From an optimization exercise on the open Yosys and OpenROAD flow, aimed at small area; shortcuts taken in it are not production practice. Only simulation tests tie the RTL to the original design; equivalence was not proved. Power figures rest on the tool's default switching activity, not on a simulated workload.

$ cat flow/run.sh
#!/bin/bash
# synth_recipe.tcl (not shown) runs the flow's synth.tcl, then flattens the netlist and writes it again
# the make line also repeats each setting of config.mk as NAME=value (left out here)
make -C /OpenROAD-flow-scripts/flow DESIGN_CONFIG=/design/flow/config.mk WORK_HOME=/design/flow/orfs CLKGATE_MAP_FILE= SYNTH_SCRIPT=/design/flow/synth_recipe.tcl finish
$ cat flow/config.mk
export PLATFORM = sky130hd
export DESIGN_NAME = imu_pose_gesture_recognizer_top
export DESIGN_NICKNAME = imu_pose_gesture_recognizer_top
export VERILOG_FILES = /design/flow/design.v
export SDC_FILE = /design/flow/constraint.sdc
export NUM_CORES = 4
export LEC_CHECK = 0
export CAP_MARGIN = 20
export CORE_MARGIN = 2
export CORE_UTILIZATION = 40
export SLEW_MARGIN = 20
$ cat flow/constraint.sdc
create_clock -name core_clock -period 10.0 [get_ports {clk}]
set_input_delay 2.0000 -clock core_clock [delete_from_list [all_inputs] [get_ports {clk}]]
set_output_delay 2.0000 -clock core_clock [all_outputs]
set_load 0.01 [all_outputs]
$ cat flow/design.v
package imupg_pkg;
    localparam logic [1:0] PH_WAIT_POSE    = 2'd0;
    localparam logic [1:0] PH_ARMED        = 2'd1;
    localparam logic [1:0] PH_WAIT_RELEASE = 2'd2;
    localparam logic [1:0] PH_WAIT_NEUTRAL = 2'd3;
    localparam logic [1:0] POSE_FLAT    = 2'd0;
    localparam logic [1:0] POSE_CCW90   = 2'd1;
    localparam logic [1:0] POSE_CW90    = 2'd2;
    localparam logic [1:0] POSE_CW180   = 2'd3;
    localparam logic [2:0] REG_TRIGGER_MOTION  = 3'd0;
    localparam logic [2:0] REG_RELEASE_MOTION  = 3'd1;
    localparam logic [2:0] REG_RELEASE_TIMEOUT = 3'd2;
    localparam logic [2:0] REG_POSE_HOLD       = 3'd3;
    localparam logic [2:0] REG_ARM_MOTION      = 3'd4;
    localparam logic [2:0] REG_NEUTRAL_HOLD    = 3'd5;
    localparam logic [16:0] RST_TRIGGER_MOTION  = 17'd10000;
    localparam logic [16:0] RST_RELEASE_MOTION  = 17'd4000;
    localparam logic [15:0] RST_RELEASE_TIMEOUT = 16'd700;
    localparam logic [15:0] RST_POSE_HOLD       = 16'd180;
    localparam logic [16:0] RST_ARM_MOTION      = 17'd5000;
    localparam logic [15:0] RST_NEUTRAL_HOLD    = 16'd200;
endpackage
module imupg_cfg_regs (
    input  logic        clk,
    input  logic        rst_n,
    input  logic        psel,
    input  logic        penable,
    input  logic        pwrite,
    input  logic [4:0]  paddr,
    input  logic [31:0] pwdata,
    output logic [31:0] prdata,
    output logic        pready,
    output logic [16:0] trigger_motion_level,
    output logic [16:0] release_motion_level,
    output logic [15:0] release_timeout_ms,
    output logic [15:0] pose_hold_ms,
    output logic [16:0] arm_motion_limit,
    output logic [15:0] neutral_hold_ms
);
    logic       wr_en;
    logic [2:0] reg_idx;
    assign wr_en   = psel && penable && pwrite;
    assign reg_idx = paddr[4:2];
    assign pready  = 1'b1;
    always_comb
    begin
        case (reg_idx)
            imupg_pkg::REG_TRIGGER_MOTION:  prdata = {15'd0, trigger_motion_level};
            imupg_pkg::REG_RELEASE_MOTION:  prdata = {15'd0, release_motion_level};
            imupg_pkg::REG_RELEASE_TIMEOUT: prdata = {16'd0, release_timeout_ms};
            imupg_pkg::REG_POSE_HOLD:       prdata = {16'd0, pose_hold_ms};
            imupg_pkg::REG_ARM_MOTION:      prdata = {15'd0, arm_motion_limit};
            imupg_pkg::REG_NEUTRAL_HOLD:    prdata = {16'd0, neutral_hold_ms};
            default:                        prdata = 32'd0;
        endcase
    end
    always_ff @(posedge clk or negedge rst_n)
    begin
        if (!rst_n)
        begin
            trigger_motion_level <= imupg_pkg::RST_TRIGGER_MOTION;
            release_motion_level <= imupg_pkg::RST_RELEASE_MOTION;
            release_timeout_ms   <= imupg_pkg::RST_RELEASE_TIMEOUT;
            pose_hold_ms         <= imupg_pkg::RST_POSE_HOLD;
            arm_motion_limit     <= imupg_pkg::RST_ARM_MOTION;
            neutral_hold_ms      <= imupg_pkg::RST_NEUTRAL_HOLD;
        end
        else if (wr_en)
        begin
            case (reg_idx)
                imupg_pkg::REG_TRIGGER_MOTION:  trigger_motion_level <= pwdata[16:0];
                imupg_pkg::REG_RELEASE_MOTION:  release_motion_level <= pwdata[16:0];
                imupg_pkg::REG_RELEASE_TIMEOUT: release_timeout_ms   <= pwdata[15:0];
                imupg_pkg::REG_POSE_HOLD:       pose_hold_ms         <= pwdata[15:0];
                imupg_pkg::REG_ARM_MOTION:      arm_motion_limit     <= pwdata[16:0];
                imupg_pkg::REG_NEUTRAL_HOLD:    neutral_hold_ms      <= pwdata[15:0];
                default: ;
            endcase
        end
    end
endmodule
module imupg_feature (
    input  logic signed [15:0] accel_x,
    input  logic signed [15:0] accel_y,
    input  logic signed [15:0] accel_z,
    input  logic signed [15:0] gyro_x,
    input  logic signed [15:0] gyro_y,
    input  logic signed [15:0] gyro_z,
    output logic [1:0]         pose,
    output logic [16:0]        motion
);
    logic [16:0] mag_x, mag_y, mag_z;
    assign mag_x = accel_x[15] ? (17'd0 - {accel_x[15], accel_x}) : {1'b0, accel_x};
    assign mag_y = accel_y[15] ? (17'd0 - {accel_y[15], accel_y}) : {1'b0, accel_y};
    assign mag_z = accel_z[15] ? (17'd0 - {accel_z[15], accel_z}) : {1'b0, accel_z};
    assign motion = {1'b0, gyro_x ^ {16{gyro_x[15]}}} + {1'b0, gyro_y ^ {16{gyro_y[15]}}} +
                    {1'b0, gyro_z ^ {16{gyro_z[15]}}} +
                    {16'd0, gyro_x[15]} + {16'd0, gyro_y[15]} + {16'd0, gyro_z[15]};
    always_comb
    begin
        if (mag_z >= mag_x && mag_z >= mag_y)
            pose = accel_z[15] ? imupg_pkg::POSE_CW180 : imupg_pkg::POSE_FLAT;
        else if (mag_x >= mag_y)
            pose = accel_x[15] ? imupg_pkg::POSE_CW90 : imupg_pkg::POSE_CCW90;
        else
            pose = accel_y[15] ? imupg_pkg::POSE_CW90 : imupg_pkg::POSE_CCW90;
    end
endmodule
module imupg_fsm (
    input  logic                  clk,
    input  logic                  rst_n,
    input  logic                  step,
    input  logic [1:0]            pose,
    input  logic [16:0]           motion,
    input  logic [31:0]           now,
    input  logic [16:0]           trigger_motion_level,
    input  logic [16:0]           release_motion_level,
    input  logic [15:0]           release_timeout_ms,
    input  logic [15:0]           pose_hold_ms,
    input  logic [16:0]           arm_motion_limit,
    input  logic [15:0]           neutral_hold_ms,
    output logic [1:0]            gesture_code,
    output logic [1:0]            phase_after
);
    logic [1:0]  phase_reg, phase_next;
    logic [1:0]  prev_pose_reg, prev_pose_next;    
    logic [31:0] stamp_reg;
    logic        stamp_load;
    logic        idle_reg, idle_next;              
    logic        fired_reg, fired_next;
    logic [31:0] since;
    logic [15:0] time_limit;
    logic        time_ok;
    logic [16:0] motion_limit;
    logic        motion_ge;
    assign since = now - stamp_reg;
    always_comb
    begin
        case (phase_reg)
            imupg_pkg::PH_WAIT_RELEASE: time_limit = release_timeout_ms;
            imupg_pkg::PH_WAIT_NEUTRAL: time_limit = neutral_hold_ms;
            default:                    time_limit = pose_hold_ms;
        endcase
    end
    assign time_ok = (since[31:16] != 16'd0) ||
                     ({1'b0, since[15:0]} + {1'b0, ~time_limit} + {16'd0, phase_reg != imupg_pkg::PH_WAIT_RELEASE}) >> 16 != 17'd0;
    always_comb
    begin
        case (phase_reg)
            imupg_pkg::PH_WAIT_RELEASE: motion_limit = release_motion_level;
            imupg_pkg::PH_ARMED:        motion_limit = trigger_motion_level;
            default:                    motion_limit = arm_motion_limit;
        endcase
    end
    assign motion_ge = ({1'b0, motion} + {1'b0, ~motion_limit} + {17'd0, phase_reg != imupg_pkg::PH_ARMED}) >> 17 != 18'd0;
    always_comb
    begin
        phase_next     = phase_reg;
        prev_pose_next = prev_pose_reg;
        idle_next      = idle_reg;
        fired_next     = 1'b0;
        stamp_load     = 1'b0;
        case (phase_reg)
            imupg_pkg::PH_WAIT_RELEASE:
            begin
                if (time_ok || !motion_ge)
                begin
                    phase_next = imupg_pkg::PH_WAIT_NEUTRAL;
                    stamp_load = 1'b1;
                    idle_next  = (now == 32'd0);
                end
            end
            imupg_pkg::PH_WAIT_NEUTRAL:
            begin
                if (pose == imupg_pkg::POSE_FLAT)
                begin
                    if (idle_reg ? (neutral_hold_ms == 16'd0) : time_ok)
                    begin
                        phase_next     = imupg_pkg::PH_WAIT_POSE;
                        prev_pose_next = imupg_pkg::POSE_FLAT;
                        stamp_load     = 1'b1;
                    end
                    else if (idle_reg)
                    begin
                        stamp_load = 1'b1;
                        idle_next  = (now == 32'd0);
                    end
                end
                else
                begin
                    idle_next = 1'b1;
                end
            end
            imupg_pkg::PH_WAIT_POSE:
            begin
                if (pose != prev_pose_reg)
                begin
                    prev_pose_next = pose;
                    stamp_load     = 1'b1;
                end
                else if (pose == imupg_pkg::POSE_FLAT || motion_ge)
                begin
                    stamp_load = 1'b1;
                end
                else if (time_ok)
                begin
                    phase_next = imupg_pkg::PH_ARMED;
                end
            end
            default:  
            begin
                if (motion_ge)
                begin
                    fired_next = 1'b1;
                    stamp_load = 1'b1;
                    phase_next = imupg_pkg::PH_WAIT_RELEASE;
                end
            end
        endcase
    end
    always_ff @(posedge clk or negedge rst_n)
    begin
        if (!rst_n)
        begin
            phase_reg     <= imupg_pkg::PH_WAIT_POSE;
            prev_pose_reg <= imupg_pkg::POSE_FLAT;
        end
        else if (step)
        begin
            phase_reg     <= phase_next;
            prev_pose_reg <= prev_pose_next;
        end
    end
    always_ff @(posedge clk)
    begin
        if (step)
        begin
            idle_reg  <= idle_next;
            fired_reg <= fired_next;
        end
        if (step && stamp_load)
            stamp_reg <= now;
    end
    assign gesture_code = fired_reg ? prev_pose_reg : 2'd0;
    assign phase_after  = phase_reg;
endmodule
module imu_pose_gesture_recognizer_top (
    input  logic                             clk,
    input  logic                             rst_n,
    input  logic                             in_valid,
    output logic                             in_ready,
    input  logic signed [15:0]               accel_x,
    input  logic signed [15:0]               accel_y,
    input  logic signed [15:0]               accel_z,
    input  logic signed [15:0]               gyro_x,
    input  logic signed [15:0]               gyro_y,
    input  logic signed [15:0]               gyro_z,
    input  logic [31:0]                      now_ms,
    output logic                             out_valid,
    input  logic                             out_ready,
    output logic [1:0]                       gesture_code,
    output logic [1:0]                       phase_after,
    input  logic                             psel,
    input  logic                             penable,
    input  logic                             pwrite,
    input  logic [4:0]                       paddr,
    input  logic [31:0]                      pwdata,
    output logic [31:0]                      prdata,
    output logic                             pready
);
    logic [1:0]  smp_pose;
    logic [16:0] smp_motion;
    logic [31:0] smp_now_ms;
    logic    in_valid_reg, in_valid_next;
    logic    out_valid_reg, out_valid_next;
    logic    advance;
    logic    in_take;
    logic [16:0] trigger_motion_level;
    logic [16:0] release_motion_level;
    logic [15:0] release_timeout_ms;
    logic [15:0] pose_hold_ms;
    logic [16:0] arm_motion_limit;
    logic [15:0] neutral_hold_ms;
    logic [1:0]  pose;
    logic [16:0] motion;
    assign advance  = in_valid_reg && (!out_valid_reg || out_ready);
    assign in_ready = !in_valid_reg || advance;
    assign in_take  = in_valid && in_ready;
    always_comb
    begin
        in_valid_next  = in_take ? 1'b1 : (advance ? 1'b0 : in_valid_reg);
        out_valid_next = advance ? 1'b1 : (out_ready ? 1'b0 : out_valid_reg);
    end
    always_ff @(posedge clk or negedge rst_n)
    begin
        if (!rst_n)
        begin
            in_valid_reg  <= 1'b0;
            out_valid_reg <= 1'b0;
        end
        else
        begin
            in_valid_reg  <= in_valid_next;
            out_valid_reg <= out_valid_next;
        end
    end
    imupg_feature u_feat (
        .accel_x (accel_x),
        .accel_y (accel_y),
        .accel_z (accel_z),
        .gyro_x  (gyro_x),
        .gyro_y  (gyro_y),
        .gyro_z  (gyro_z),
        .pose    (pose),
        .motion  (motion)
    );
    always_ff @(posedge clk)
    begin
        if (in_take)
        begin
            smp_pose   <= pose;
            smp_motion <= motion;
            smp_now_ms <= now_ms;
        end
    end
    assign out_valid = out_valid_reg;
    imupg_cfg_regs u_cfg (
        .clk     (clk),
        .rst_n   (rst_n),
        .psel    (psel),
        .penable (penable),
        .pwrite  (pwrite),
        .paddr   (paddr),
        .pwdata  (pwdata),
        .prdata  (prdata),
        .pready  (pready),
        .trigger_motion_level (trigger_motion_level),
        .release_motion_level (release_motion_level),
        .release_timeout_ms   (release_timeout_ms),
        .pose_hold_ms         (pose_hold_ms),
        .arm_motion_limit     (arm_motion_limit),
        .neutral_hold_ms      (neutral_hold_ms)
    );
    imupg_fsm u_fsm (
        .clk          (clk),
        .rst_n        (rst_n),
        .step         (advance),
        .pose         (smp_pose),
        .motion       (smp_motion),
        .now          (smp_now_ms),
        .trigger_motion_level (trigger_motion_level),
        .release_motion_level (release_motion_level),
        .release_timeout_ms   (release_timeout_ms),
        .pose_hold_ms         (pose_hold_ms),
        .arm_motion_limit     (arm_motion_limit),
        .neutral_hold_ms      (neutral_hold_ms),
        .gesture_code (gesture_code),
        .phase_after  (phase_after)
    );
endmodule
==> metrics.md <==
| Metric | Value |
|---|---|
| Multi-input gate area | between 8000 and 9000 sq um |
| Placed cell areas | 16800 sq um |
| Synth Register Bits | 190 |
| Synth Area in XOR/XNOR | 6.96% |
| Total number of vias | ~12000 |
| PwrDens | 223 nW/um^2 |
| Syn. warnings | 4 |
| Global Route met3 Usage | 3.44% |
| Crit Path Max Fanout | 17 |
| Mapped cell area | between 10000 and 15000 sq um |
| DRT Pass-1 Iters | 5 |
| Final-report max-slew violation count | 0 |
| Post CTS Setup Buffer Count | 0 |
| CTS Buffer Depth | 2 |
| Row count | 69 |
| Count of final hold-check violations | 0 |
| Most used routing layer | met2 |
| Worst Tran Pin Value | about 1.2 ns |
| Non-Filler Instances | approximately 2100 |
| Simple-gate portion of the synthesized area | between 10% and 20% |
| RSZ-0062 raised after global routing | false |
| # IOs | about 210 |
| Post-synthesis adder-cell area fraction | 15.4% |
| Largest net degree at the start of global routing | 57 |
| DRT antenna net count | 0 |
| Fin area | between 15000 and 20000 sq um |
| Clock-pin transition on the worst setup and hold timing paths | around 0.080 ns |
| Total CTS buffers | 17 |
| Initial antenna violation count | 3 |
| First-pass GRT wire length | around 62 mm |
| Arrival @ worst endpoint | about 4.7 ns |
| Worst setup SP type | input port |
| EDFF count, synth | 85 |
| Drt wl/cell | 19.0 um |
| Residual DRC | 0 |
| Port Buffers | ~180 |
| Vias per inst | 5.59 |
| Global-route usage over all layers | between 20 and 25% |
| Main synth FF type | edfxtp_1 |
| Fillers | 3356 |
| Setup violations, final | 0 |
| Asr flop ratio synth | around 55% |
| Post-CTS sizing | 0 |
| Fin nets | between 1500 and 2000 |
| Syn_area_per_cell | 10.2 sq um |
| Final wirelength | about 40 mm |
| Slew margin rel. | about 20% |
| Most frequent cells in the layout | 176 x clkdlybuf4s50_1, 153 x ha_1, 101 x mux2_2 |
| Placed insts | 2037 |
| DIE AREA | ~38000 sq um |
| CP endpoint kind | output pin |
| Data required, critical path | roughly 8 ns |
| Starting Density | 40.8% |
| Largest family of logic cells by synthesized area | compound AO/OA/AOI/OAI gates |
| Register area | around 5200 sq um |
| Crit path kind | input port to output pin |
| GP Congestion | ~0.88 |
| HP Class | flop to flop |
| Clk_skew | approximately 0.017 ns |
| Max Cap Viol | 0 |
| Final WS setup | 3.34 ns |
| GR Util met1 | between 20 and 30% |
| Met2 Use GR | between 30% and 40% |
| CTS tree | built |
| Area Growth Syn to Fin | 19.5% |
| Die H | approximately 200 um |
| Most common cell after layout, fill and taps aside | clkdlybuf4s50_1 |
| Worst-case vdd ir drop | ~0.15 mV |
| Die X | between 150 and 200 um |
| Final worst path period need | roughly 6.7 ns |
| Final HPWL DP | between 30 and 40 mm |
| H-Tree Depth | 4 |
| FMAX | approximately 150 MHz |
| Status | no timing/DRC/antenna violations |
| Drt first-iter violations | between 700 and 800 |
| Clock sink total | 190 |
| Compound-Gate Fraction of Synth Area | 17.6% |
| Sequential area share after synthesis | a little over a third |
| Hold-fix buffers, CTS | 0 |
| Core area | between 30000 and 40000 sq um |
| Clock latency (worst-skew pair) | between 0.4 and 0.5 ns |
| Share of cells above drive strength 1 | 12.9% |
| Leak pwr | around 0.0073 uW |
| Distinct cells, synth | 84 |
| Pre-CTS setup slack | about 3.3 ns |
| Total negative slack | 0 ns |
| Final Cycle Share | between 60% and 70% |
| Root buffer cell | clkbuf_16 |
| Synth Instances | between 1000 and 1500 |
| Grt ovf | 0 |
| Number of global-route vias before repair | ~12000 |
| Mux contribution to synthesized area | about 8.1% |
==> layer usage <==
layer  vias up  wire, um
met5         -        16
li1       5611         -
met3        53      1960
met1      5582     17800
met4         2       819
met2       320     18800
==> cell families (layout without fill, tap and decap cells) <==
logic type	count (synthesis)	in the layout
fa+ha+maj	170	170
compound gates	375	375
other cells	2	24
buf+inv	160	314
flops	190	190
xor+xnor	116	116
mux	106	106
simple gates	315	315
==> stage by stage <==
| stage | utilization (%) | total power, uW | hold slack [ns] |
|---|---|---|---|
| after global placement | 47.0 | 3110 | 0.470 |
| after CTS | 48.8 | 3910 | 0.497 |
| final | 48.8 | 3880 | 0.495 |
| after global routing | 48.8 | 4200 | 0.511 |
| after floorplan | - | 2550 | 0.450 |
| after detailed placement | 47.0 | 3160 | 0.478 |
==> power by group <==
group          internal, uW  leakage, uW  switching, uW
logic                   825      0.00489           1160
clock network           368     0.000310            362
registers              1050      0.00208            110
==> worst max-delay path: stages <==
cell and delay [ns]:
clkdlybuf4s50_1 0.75, nor3b_4 0.90, a22oi_1 0.22, nand3_1 0.21, clkdlybuf4s50_1 0.58
==> worst paths after layout <==
check                                    endpoint  depth (start not counted)     startpoint  slack [ns]
hold reg to reg                     out_valid_reg                          1   in_valid_reg        0.50
hold / removal                      out_valid_reg                          1   in_valid_reg        0.50
setup reg to reg               u_fsm.stamp_reg[9]                         22  smp_now_ms[0]        4.02
min in group asynchronous      u_fsm.phase_reg[0]                          1          rst_n        1.56
max in group asynchronous  u_cfg.pose_hold_ms[12]                          2          rst_n        7.18
setup / recovery                        prdata[6]                          5       paddr[2]        3.34
==> Yosys cell counts, types with 13 or more instances <==
cell | n | area share, %
nor2b_1 | 13 | 0.56
a21oi_1 | 75 | 2.6
a22oi_1 | 66 | 3.4
nand2_1 | 93 | 2.4
inv_1 | 94 | 2.4
o21ai_0 | 74 | 2.5
xnor2_1 | 50 | 3.0
edfxtp_1 | 85 | 17
a22o_1 | 16 | 0.96
nand2b_1 | 14 | 0.60
dfrtp_1 | 76 | 13
nor4_1 | 20 | 0.86
ha_1 | 153 | 13
clkbuf_1 | 36 | 0.93
a21o_1 | 17 | 0.87
fa_1 | 17 | 2.3
nor2_1 | 55 | 1.4
buf_4 | 16 | 0.82
o21a_1 | 21 | 1.1
nand4_1 | 16 | 0.69
nand3_1 | 33 | 1.1
nor3_1 | 15 | 0.51
xor2_1 | 66 | 4.0
mux2_2 | 101 | 7.8
dfstp_2 | 29 | 5.2
==> area by class of cell <==
type	instances	area share (%)
diodes	2	0.0287
clock buffers	17	2.44
clock inverters	15	1.23
inverters	94	2.02
multi-input cells	1104	50.4
flip-flops and latches	190	29.9
well taps	461	3.31
repair buffers	188	10.6

## what the ideal ports hide
No port has a modelled driver above. Below, the same layout with a new extraction and two added sets of constraints.
Step 1, drivers: a clkbuf_16 drives clk and a buf_2 each remaining input, both assumed.
Step 2 moves the port delays by t, midway between the first and last clock arrival at a register: inputs arrive t later, outputs are due t later. That takes back most of the time a late clock gives input paths.
a / b / c = no drivers / after step 1 / after step 2; a / b = the first two.
t (ns): 0.498
setup slack, ns: 3.338 / 3.301 / 3.301
worst hold slack (ns): 0.495 / 0.495 / 0.495
After both steps setup and hold are still met in this run. The setup slack of this run moves by -0.037 ns with the drivers and by -0.037 ns with both steps.
